What follows belongs to an exercise in optimizing a design on an open flow for small area, a short achievable clock period and few clock cycles; a production flow would make more cautious choices. Only simulation tests tie the RTL to the original design; equivalence was not proved. No activity file was given, so power comes from the tool's default toggle rates.

## 06-19
==> flow/design.v (excerpt) <==
module rv_core_top #(
    parameter logic [31:0] RESET_PC = '0
) (
    input  logic        clk,
    input  logic        rst,
    output logic [31:0] imem_addr,
    input  logic [31:0] imem_data,
    output logic        dmem_valid,
    output logic        dmem_write,
    output logic [31:0] dmem_addr,
    output logic [31:0] dmem_wdata,
    input  logic        dmem_ready,
    input  logic [31:0] dmem_rdata
);
    logic [31:1] pc;             
    logic        d_valid;
    logic [31:0] d_w;
    logic [31:1] d_pc;
    logic        d_pred;
    logic        e_we;           
    logic        e_ld;
    logic        e_st;
    logic        e_br;           
    logic        e_bne;
    logic        e_pred;
    logic        e_sub;
    logic [4:0]  e_rd;
    logic [31:0] e_a;            
    logic [31:0] e_b;            
    logic [31:0] e_s;            
    logic        e_fa;           
    logic        e_fb;
    logic        e_fs;
    logic        m_we;
    logic [4:0]  m_rd;
    logic [31:0] m_alu;
    logic        x_inc;
    logic        x_dec;
    logic        r_mis;
    logic [31:1] r_tgt;
    logic        p_valid;
    logic        p_write;
    logic        p_we;           
    logic [4:0]  p_rd;
    logic [31:0] p_addr;
    logic [31:0] p_wdata;
    logic stall;       
    logic hz;          
    logic [31:0] f_w;
    logic        f_pred;
    logic [12:1] f_lo;           
    logic        f_c;
    logic [31:13] pc_hi_inc;
    logic [31:13] pc_hi_dec;
    logic [31:1] f_p4;
    logic [31:1] pc_next;
    assign f_w       = imem_data;
    assign imem_addr = {pc, 1'b0};
    assign f_pred    = (f_w[6:0] == rv_pkg::OPC_BRANCH) && (f_w[14:13] == 2'b00)
                    && (f_w[31] || (f_w[12] != (f_w[19:15] == f_w[24:20])));
    fast_add #(.W(12), .SPARSE(1)) i_tgt_add (
        .a    (pc[12:1]),
        .b    ({f_w[31], f_w[7], f_w[30:25], f_w[11:8]}),
        .cin  (1'b0),
        .sum  (f_lo),
        .cout (f_c)
    );
    fast_add #(.W(19), .SPARSE(0)) i_hi_inc (
  ...
Size: roughly 1300 flip-flops, about 170 I/O pins, about 0.063 mm2 of cells after synthesis.
Settings: LEC_CHECK=0, CAP_MARGIN=20, CORE_MARGIN=2, CORE_UTILIZATION=45, CTS_BUF_LIST=sky130_fd_sc_hd__clkbuf_16, CTS_CLUSTER_DIAMETER=70, CTS_CLUSTER_SIZE=20, SETUP_SLACK_MARGIN=4.6, SLEW_MARGIN=20, TNS_END_PERCENT=0; clock period 8.0 ns.
run.sh (not shown) runs the stock make flow with config.mk's settings and CLKGATE_MAP_FILE= SYNTH_SCRIPT=/design/flow/synth_recipe.tcl, a recipe that flattens the netlist after the stock synthesis.
06-19: PASS, flow complete, no timing, DRC or antenna violations
Testbench counts of 06-19, summed over its fixed seeds: cycles 33,010.
Input-level comparison between 09-06 and 06-19:
# 06-19
export LEC_CHECK = 0
export CAP_MARGIN = 20
export CORE_MARGIN = 2
export CORE_UTILIZATION = 45
export CTS_BUF_LIST = sky130_fd_sc_hd__clkbuf_16
export CTS_CLUSTER_DIAMETER = 70
export CTS_CLUSTER_SIZE = 20
export SETUP_SLACK_MARGIN = 4.6
export SLEW_MARGIN = 20
export TNS_END_PERCENT = 0
create_clock -name core_clock -period 8.0 [get_ports {clk}]
# 09-06
export LEC_CHECK = 0
export CAP_MARGIN = 20
export CORE_MARGIN = 2
export CORE_UTILIZATION = 45
export CTS_BUF_LIST = sky130_fd_sc_hd__clkbuf_16
export CTS_CLUSTER_DIAMETER = 70
export CTS_CLUSTER_SIZE = 20
export SETUP_SLACK_MARGIN = 4.85
export SLEW_MARGIN = 20
export TNS_END_PERCENT = 0
create_clock -name core_clock -period 8.0 [get_ports {clk}]
Results
When 09-06 is set beside 06-19, its fraction of area in multi-input gates turns out to be 0.27 points smaller. 09-06: combinational power higher than 06-19. Per the comparison of 09-06 with 06-19, time the worst path needs with I/O delays and setup saw a decrease; summed area of non-filler cells in the final layout saw an increase; layout overhead on the synthesized area saw an increase.

========
Another version of the RTL of rv_core_top (not shown whole).
Size in the first run: roughly 4500 cells after synthesis, roughly 170 I/O pins.
Settings: LEC_CHECK=0, CAP_MARGIN=20, CORE_MARGIN=2, CORE_UTILIZATION=45, CTS_BUF_LIST=sky130_fd_sc_hd__clkbuf_8, CTS_CLUSTER_DIAMETER=50, CTS_CLUSTER_SIZE=12, SETUP_SLACK_MARGIN=4.5, SLEW_MARGIN=20, TNS_END_PERCENT=0; clock period 8.0 ns.
The first run passed the timing, DRC and antenna checks.
Testbench counts at the start, summed over its fixed seeds: cycles 33,010.
==> next run, changes <==
CTS_BUF_LIST = sky130_fd_sc_hd__clkbuf_16   (was sky130_fd_sc_hd__clkbuf_8)
CTS_CLUSTER_DIAMETER = 70   (was 50)
CTS_CLUSTER_SIZE = 20   (was 12)
SETUP_SLACK_MARGIN = 5   (was 4.5)
What happened: Final area is about the same; cell count drops by 1.3%; power increases by 0.33%; wire length barely changes; critical path depth fell by 1; worst hold slack gains 0.0097 ns.

[what the ideal ports hide]
In the flow no input, the clock included, has a driving cell. The finished layouts below were timed again as built, in two steps.
Step 1 (the two cells are an assumption about what drives the block):
set clk [get_ports {clk}]
set_driving_cell -lib_cell sky130_fd_sc_hd__clkbuf_16 $clk
set_driving_cell -lib_cell sky130_fd_sc_hd__buf_2 [delete_from_list [all_inputs] $clk]
Step 2 also shifts input and output timing later by t, the mid clock arrival at the registers, as if the neighbouring blocks saw the same clock.
Slacks: ideal / step 1 / step 2; pairs: ideal / step 1.
| run | t, ns | setup slack, ns | latest minus earliest clock arrival (ns) | worst slew at a driven data input, ns |
|---|---|---|---|---|
| 06-19 | 0.817 | 4.257 / 4.257 / 3.755 | 0.066 / 0.065 | 0.12 |
| 09-06 | 0.820 | 4.304 / 4.304 / 3.543 | 0.069 / 0.069 | 0.11 |
| the first run of note 2 | 0.996 | 4.165 / 4.165 / 3.281 | 0.049 / 0.049 | 0.10 |
| the second run of note 2 | 0.804 | 4.155 / 4.155 / 3.459 | 0.044 / 0.044 | 0.09 |
After both steps setup and hold are still met in every run listed. The setup slack of the first run of note 2, which loses most, moves by 0.000 ns with the drivers and by -0.884 ns with both steps.
